Source: an optimization exercise on an open RTL-to-GDS flow (aim: small area and a short achievable clock period). Production flows keep margins and buffers that such runs may drop.
In this exercise RTL edits were held to simulation tests only and were not proved equivalent to the original.
Power is estimated from default activity; no workload was simulated.

File: design/flow/design.v
`default_nettype none
package oqfmm_pkg;
    localparam logic [1:0] MODE_FIFO = 2'd0;
    localparam logic [1:0] MODE_MIN  = 2'd1;
    localparam logic [1:0] MODE_MAX  = 2'd2;
    localparam logic       FUNC_ENQ  = 1'b0;
    localparam logic       FUNC_DEQ  = 1'b1;
    localparam logic [1:0] STATUS_DONE  = 2'd0;
    localparam logic [1:0] STATUS_EMPTY = 2'd1;
    localparam logic [1:0] STATUS_FULL  = 2'd2;
endpackage
`default_nettype wire
`default_nettype none
module oqfmm_cell (
    input  wire                    i_clk,
    input  wire                    i_ins,        
    input  wire                    i_rem,        
    input  wire                    i_min,        
    input  wire                    i_max,        
    input  wire                    i_occupied,
    input  wire                    i_found,
    input  wire signed [31:0]      i_new_value,
    input  wire signed [31:0]      i_left_value,
    input  wire signed [31:0]      i_right_value,
    output logic                   o_here,
    output logic signed [31:0]     o_value
);
    logic signed [31:0] r_value;
    logic signed [31:0] n_value;
    logic [32:0]        w_diff;
    logic               w_ge;
    assign w_diff = {1'b0, ~r_value[31], r_value[30:0]}
                  + {1'b0, i_new_value[31], ~i_new_value[30:0]}
                  + {32'd0, i_min};
    assign w_ge   = w_diff[32];
    assign o_here = !i_occupied || (i_min && w_ge) || (i_max && !w_ge);
    always_comb begin
        n_value = r_value;
        if (i_ins) begin
            if (i_found) begin
                n_value = i_left_value;
            end else if (o_here) begin
                n_value = i_new_value;
            end
        end else if (i_rem) begin
            n_value = i_right_value;
        end
    end
    always_ff @(posedge i_clk) begin
        r_value <= n_value;
    end
    assign o_value = r_value;
endmodule
`default_nettype wire
`default_nettype none
module oqfmm_rbuf (
    input  wire                 i_clk,
    input  wire                 i_rst_n,
    input  wire                 i_push,
    input  wire [38:0]          i_result,
    output logic                o_full,
    output logic                o_valid,
    input  wire                 i_stall,
    output logic [38:0]         o_result
);
    logic [38:0] r_slot0;
    logic [38:0] r_slot1;
    logic        r_wr;
    logic        r_rd;
    logic [1:0]  r_fill;
    logic        w_pop;
    assign w_pop    = o_valid && !i_stall;
    assign o_valid  = (r_fill != 2'd0);
    assign o_full   = r_fill[1];
    assign o_result = r_rd ? r_slot1 : r_slot0;
    always_ff @(posedge i_clk) begin
        if (!i_rst_n) begin
            r_wr   <= 1'b0;
            r_rd   <= 1'b0;
            r_fill <= 2'd0;
        end else begin
            r_wr   <= r_wr ^ i_push;
            r_rd   <= r_rd ^ w_pop;
            r_fill <= r_fill + {1'b0, i_push} - {1'b0, w_pop};
        end
    end
    always_ff @(posedge i_clk) begin
        if (i_push && !r_wr) begin
            r_slot0 <= i_result;
        end
        if (i_push && r_wr) begin
            r_slot1 <= i_result;
        end
    end
endmodule
`default_nettype wire
`default_nettype none
module ordered_queue_fifo_min_max #(
    parameter int DEPTH = 16
) (
    input  wire                i_clk,
    input  wire                i_rst_n,
    input  wire                i_in_valid,
    output logic               o_in_stall,
    input  wire                i_func,
    input  wire signed [31:0]  i_value_in,
    output logic               o_out_valid,
    input  wire                i_out_stall,
    output logic [1:0]         o_status,
    output logic signed [31:0] o_value_out,
    output logic [4:0]         o_occupancy,
    input  wire                i_cfg_valid,
    output logic               o_cfg_ready,
    input  wire [1:0]          i_cfg_data
);
    localparam int CW = $clog2(DEPTH + 1);
    logic [1:0]          r_mode;
    logic [CW-1:0]       r_count;      
    logic [CW-1:0]       n_count;
    logic [CW-1:0]       r_row_count;  
    logic                r_ins;        
    logic                r_rem;        
    logic                r_min;
    logic                r_max;
    logic signed [31:0]  r_new;
    logic                w_accept;
    logic                w_enq;
    logic                w_deq;
    logic                w_full;
    logic                w_empty;
    logic                w_buf_full;
    logic [1:0]          w_status;
    logic [31:0]         w_deq_value;
    logic [38:0]         w_out;
    logic [DEPTH:0]      w_found;
    logic [DEPTH-1:0]    w_here;
    logic [DEPTH-1:0][31:0] w_value;
    logic [31:0]         w_head_next;
    assign o_cfg_ready = 1'b1;
    assign o_in_stall  = w_buf_full;
    assign w_accept    = i_in_valid && !w_buf_full;
    assign w_full      = r_count[CW-1];
    assign w_empty     = (r_count == '0);
    assign w_enq       = w_accept && (i_func == oqfmm_pkg::FUNC_ENQ) && !w_full;
    assign w_deq       = w_accept && (i_func == oqfmm_pkg::FUNC_DEQ) && !w_empty;
    always_comb begin
        n_count = r_count;
        if (w_enq) begin
            n_count = r_count + CW'(1);
        end else if (w_deq) begin
            n_count = r_count - CW'(1);
        end
    end
    always_comb begin
        w_status = oqfmm_pkg::STATUS_DONE;
        if (i_func == oqfmm_pkg::FUNC_ENQ && w_full) begin
            w_status = oqfmm_pkg::STATUS_FULL;
        end else if (i_func == oqfmm_pkg::FUNC_DEQ && w_empty) begin
            w_status = oqfmm_pkg::STATUS_EMPTY;
        end
    end
    assign w_deq_value = w_deq ? w_head_next : 32'd0;
    always_ff @(posedge i_clk) begin
        if (!i_rst_n) begin
            r_mode      <= oqfmm_pkg::MODE_FIFO;
            r_count     <= '0;
            r_row_count <= '0;
            r_ins       <= 1'b0;
            r_rem       <= 1'b0;
        end else begin
            if (i_cfg_valid) begin
                r_mode <= i_cfg_data;
            end
            r_count <= n_count;
            if (r_ins) begin
                r_row_count <= r_row_count + CW'(1);
            end else if (r_rem) begin
                r_row_count <= r_row_count - CW'(1);
            end
            r_ins <= w_enq;
            r_rem <= w_deq;
        end
    end
    always_ff @(posedge i_clk) begin
        r_min <= (r_mode == oqfmm_pkg::MODE_MIN);
        r_max <= (r_mode == oqfmm_pkg::MODE_MAX);
        r_new <= i_value_in;
    end
    assign w_found[0] = 1'b0;
    for (genvar g = 0; g < DEPTH; g++) begin : g_cell
        logic signed [31:0] w_left;
        logic signed [31:0] w_right;
        if (g == 0) begin : g_first
            assign w_left = 32'sd0;
        end else begin : g_mid
            assign w_left = w_value[g-1];
        end
        if (g == DEPTH - 1) begin : g_last
            assign w_right = 32'sd0;
        end else begin : g_inner
            assign w_right = w_value[g+1];
        end
        oqfmm_cell u_cell (
            .i_clk         (i_clk),
            .i_ins         (r_ins),
            .i_rem         (r_rem),
            .i_min         (r_min),
            .i_max         (r_max),
            .i_occupied    (CW'(g) < r_row_count),
            .i_found       (w_found[g]),
            .i_new_value   (r_new),
            .i_left_value  (w_left),
            .i_right_value (w_right),
            .o_here        (w_here[g]),
            .o_value       (w_value[g])
        );
        assign w_found[g+1] = w_found[g] || w_here[g];
    end
    always_comb begin
        w_head_next = w_value[0];
        if (r_ins) begin
            if (w_here[0]) begin
                w_head_next = r_new;
            end
        end else if (r_rem) begin
            w_head_next = w_value[1];
        end
    end
    oqfmm_rbuf u_rbuf (
        .i_clk    (i_clk),
        .i_rst_n  (i_rst_n),
        .i_push   (w_accept),
        .i_result ({w_status, w_deq_value, n_count}),
        .o_full   (w_buf_full),
        .o_valid  (o_out_valid),
        .i_stall  (i_out_stall),
        .o_result (w_out)
    );
    assign o_status    = w_out[38:37];
    assign o_value_out = w_out[36:5];
    assign o_occupancy = w_out[4:0];
endmodule
`default_nettype wire
File: design/flow/run.sh
#!/bin/bash
# synth_recipe.tcl (not shown) runs the flow's synth.tcl, then flattens the netlist and writes it again
# the make line also repeats each setting of config.mk as NAME=value (left out here)
make -C /OpenROAD-flow-scripts/flow DESIGN_CONFIG=/design/flow/config.mk WORK_HOME=/design/flow/orfs CLKGATE_MAP_FILE= SYNTH_SCRIPT=/design/flow/synth_recipe.tcl finish
File: design/flow/config.mk
export PLATFORM = sky130hd
export DESIGN_NAME = ordered_queue_fifo_min_max
export DESIGN_NICKNAME = ordered_queue_fifo_min_max
export VERILOG_FILES = /design/flow/design.v
export SDC_FILE = /design/flow/constraint.sdc
export NUM_CORES = 4
export LEC_CHECK = 0
export CAP_MARGIN = 20
export CORE_MARGIN = 2
export CORE_UTILIZATION = 40
export SETUP_SLACK_MARGIN = 2.0
export SLEW_MARGIN = 20
File: design/flow/constraint.sdc
create_clock -name core_clock -period 6.5 [get_ports {i_clk}]
set_input_delay 1.3000 -clock core_clock [delete_from_list [all_inputs] [get_ports {i_clk}]]
set_output_delay 1.3000 -clock core_clock [all_outputs]
set_load 0.01 [all_outputs]
==> results.yml <==
status:
  status: "timing/DRC/antenna clean"
timing:
  rsz0062_at_grt: "no"
  fin_crit_ns: 4.52
  timing.slew.headroom_pct: 23.0
  finalHoldViolCount: 0
  maxSlewViolCount: 0
  tightest_slew_ns: 1.15
  fmax_ghz: 0.221
  clock_skew_ns: 0.0292
  tns_ns: 0
  fin_crit_sh_pct: 69.6
  fin_ws_ns: 1.98
  finalSetupViolations: 0
die:
  start_util_pct: 40.3
  dieArea_mm2: 0.108
  io_pins: 82
  chipWidth_um: 329
  core_area_mm2: 0.105
  row_count: 119
  die_h_um: 329
worst_setup_path:
  crit_path_start_kind: "flip-flop"
  path_class: "reg -> reg"
  cp_max_fo: 14
  reg2reg_from: "r_new[18]"
  required_ns: 6.83
  startpoint: "r_new[18]"
  endpoint_kind: "flip-flop"
  worstPathArrival_ns: 4.85
yosys:
  async_flop_share_pct: 0
  synth_area_per_cell_um2: 9.77
  synth-edff-count: 558
  ys_ff_latch: 642
  ys.flop_type: "edfxtp_1"
  synth_top_area_cell: "edfxtp_1"
  syn_inst: 4336
  ys_types: 71
  synth_area_mm2: 0.0423
  synth_warnings: 3
  synth_fp_nets: 4897
  yosys-top-cells-area: "edfxtp_1 40%, ha_1 15%, a21oi_1 7.6%, mux2i_1 6.2%, nor2_1 5.5%"
  ys_seq_area_share_pct: 43.5
  synth_top_area_share_pct: 39.6
clock_network:
  cts.sinks: 642
  htreeDepth: 3
  cts_hold_buffers: 0
  clk_pin_slew_worst_paths_ns: 0.07
  clk_path_buf_depth: 3
  cts_root_buffer: "clkbuf_16"
  cts_tree: "built"
  clk_latency_ns: 0.65
  cts_buffers: 74
grt:
  grt.overflow.total: 0
  antenna_found_initial: 4
  grt_pass1_vias: 33700
  grt_usage_pct: 27.9
  grt_max_degree: 233
  grt_pass1_wl_um: 226000
finish:
  synthToLayoutAreaGrowth_pct: 18.2
  nets: 5028
  layout-drive-gt1-share_pct: 13.1
detailed_routing:
  viasPerCell: 6.20
  drt_iter0_markers: 5339
  ant_nets: 0
  route.detailed.drc: 0
  num_vias: 36700
  dr.pass1.iters: 6
  routed_wirelength_um: 158000
  wl_per_cell_um: 26.8
min_path:
  hold_path.startpoint: "r_mode[0]"
  min-delay-path-class: "reg -> reg"
placement:
  place_ws_ns: 0.798
  io_buffers: 80
  gp_congestion: 0.934
  hpwlAfterDp_um: 105000
power:
  p_leak_nw: 19.5
  vdd.ir_drop.worst_uv: 324
  pwr_density_cell_mw_per_mm2: 300
flow_run:
  cap_violations: 0
## cells in the final DEF (no fill, tap or decap), types with 34 or more instances in the layout
master,instances
nor2_1,613
mux2_2,39
a31oi_1,164
a211oi_1,55
nand2_1,240
ha_1,500
buf_6,34
o21ai_1,50
buf_12,36
a21oi_1,627
dfxtp_1,67
a21o_1,39
nand4_1,76
mux2i_1,255
clkdlybuf4s50_1,80
clkbuf_16,83
nor2b_1,43
edfxtp_1,558
buf_4,158
inv_1,52
and2_1,40
nand3_1,115
o21ai_0,160
## through the flow
stage	instances	hold slack, ns	instance area [um^2]	total power, W	utilization (%)
2_1_floorplan	4336	0.405	42500	0.00863	-
3_3_place_gp	5653	0.437	44900	0.0102	42.7
3_5_place_dp	5653	0.450	44900	0.0103	42.7
4_1_cts	5871	0.461	49000	0.0148	46.6
5_1_grt	5912	0.493	50100	0.0157	47.6
6_report	5913	0.464	50100	0.0150	47.6
## routing by layer
layer	track usage, %	wire, um
met4	11.5	7150
met1	40.2	66800
met3	5.09	17500
met2	41.1	66700
met5	0	0
## cell type report
type	count	area, um^2
Fill cell	9680	55100
Multi-Input combinational cell	3342	23500
Clock inverter	32	350
Inverter	78	383
Timing Repair Buffer	329	3550
Clock buffer	97	2060
Antenna cell	2	5.00
Tap cell	1391	1740
Sequential cell	642	18500
## registers in the layout, summed over array words and instances (netlist names)
signal,flops
u_rbuf.r_wr,1
r_count,5
u_rbuf.r_slot1,39
r_row_count,5
r_mode,2
r_rem,1
r_min,1
g_cell.u_cell.r_value,512
u_rbuf.r_slot0,39
u_rbuf.r_rd,1
u_rbuf.r_fill,2
r_ins,1
r_new,32
r_max,1
## synthesized netlist by cell type, types with 9 or more instances
master	n
nor2b_1	43
o211ai_1	29
mux2i_1	262
buf_1	9
o21ai_0	199
mux2_2	39
o21ai_1	22
nor4_1	11
and2_1	40
nand4_1	76
nand2_1	242
clkbuf_1	202
buf_2	44
a21oi_1	640
ha_1	521
nand2b_1	10
a31oi_1	170
dfxtp_1	84
a221oi_1	11
edfxtp_1	558
inv_1	77
clkbuf_4	19
a211oi_1	62
o21a_1	15
a21o_1	41
nor3_1	30
nor2_1	622
nand3_1	117
## report_power, final
part           switching, W  internal (W)  total [W]
registers          0.000669       0.00539    0.00606
clock network       0.00183       0.00251    0.00434
logic               0.00281       0.00182    0.00463
total               0.00530       0.00972     0.0150
## worst max-delay path: stages, from the launching register on
cell and delay [ns]:
dfxtp_1 0.36, buf_8 0.19, clkinvlp_4 0.16, buf_4 0.24, ha_1 0.32, nand2_1 0.04
o21ai_0 0.51, nand3_1 0.16, nand3_1 0.26, a21oi_2 0.10, mux2i_4 0.24, or4_4 0.54
or3_4 0.57, clkbuf_16 0.25, o21ai_1 0.14, a31oi_1 0.10
## worst paths after layout
check / to / slack [ns] / cells after the start
setup reg to reg: g_cell[11].u_cell.r_value[31] / 1.98 / 15
hold reg to reg: r_max / 0.46 / 1
setup / recovery: g_cell[11].u_cell.r_value[31] / 1.98 / 15
hold / removal: r_max / 0.46 / 1
## repair_timing
action / 4_1_cts / 5_1_grt
resized for setup: 168 / 152
setup buffers: 76 / 32
hold endpoints to repair: 0 / 0
pin swaps: 41 / 59
cloned: 13 / 7
setup endpoints to repair: 965 / 789
## cells by family after synthesis
family / after synthesis / share of synthesized area, %
compound gates: 1268 / 17.1
simple gates: 1235 / 12.9
flops: 642 / 43.5
fa+ha+maj: 521 / 15.4
buf+inv: 358 / 3.56
mux: 301 / 7.23
xor+xnor: 10 / 0.207
other cells: 1 / 0.00886

-- afterwards: timing with drivers on the ports --
Ports are ideal in the flow. The routed layout listed here was re-timed in OpenROAD. Step 1 sets driving cells, clkbuf_16 on the clock port and buf_2 on the other inputs (assumed; they add their load-dependent delay and slew). Step 2 also shifts input and output timing later by t, the mid clock arrival at the registers, as if the neighbouring blocks saw the same clock. Three values: ideal, step 1, step 2; two values: the first two.
t (ns): 0.710
slack for setup (ns): 1.978 / 1.978 / 1.978
worst data-port slew with drivers (ns): 0.09
After both steps setup and hold are still met in this run. For this run, drivers alone change the setup slack by 0.000 ns; drivers and shift together by 0.000 ns.
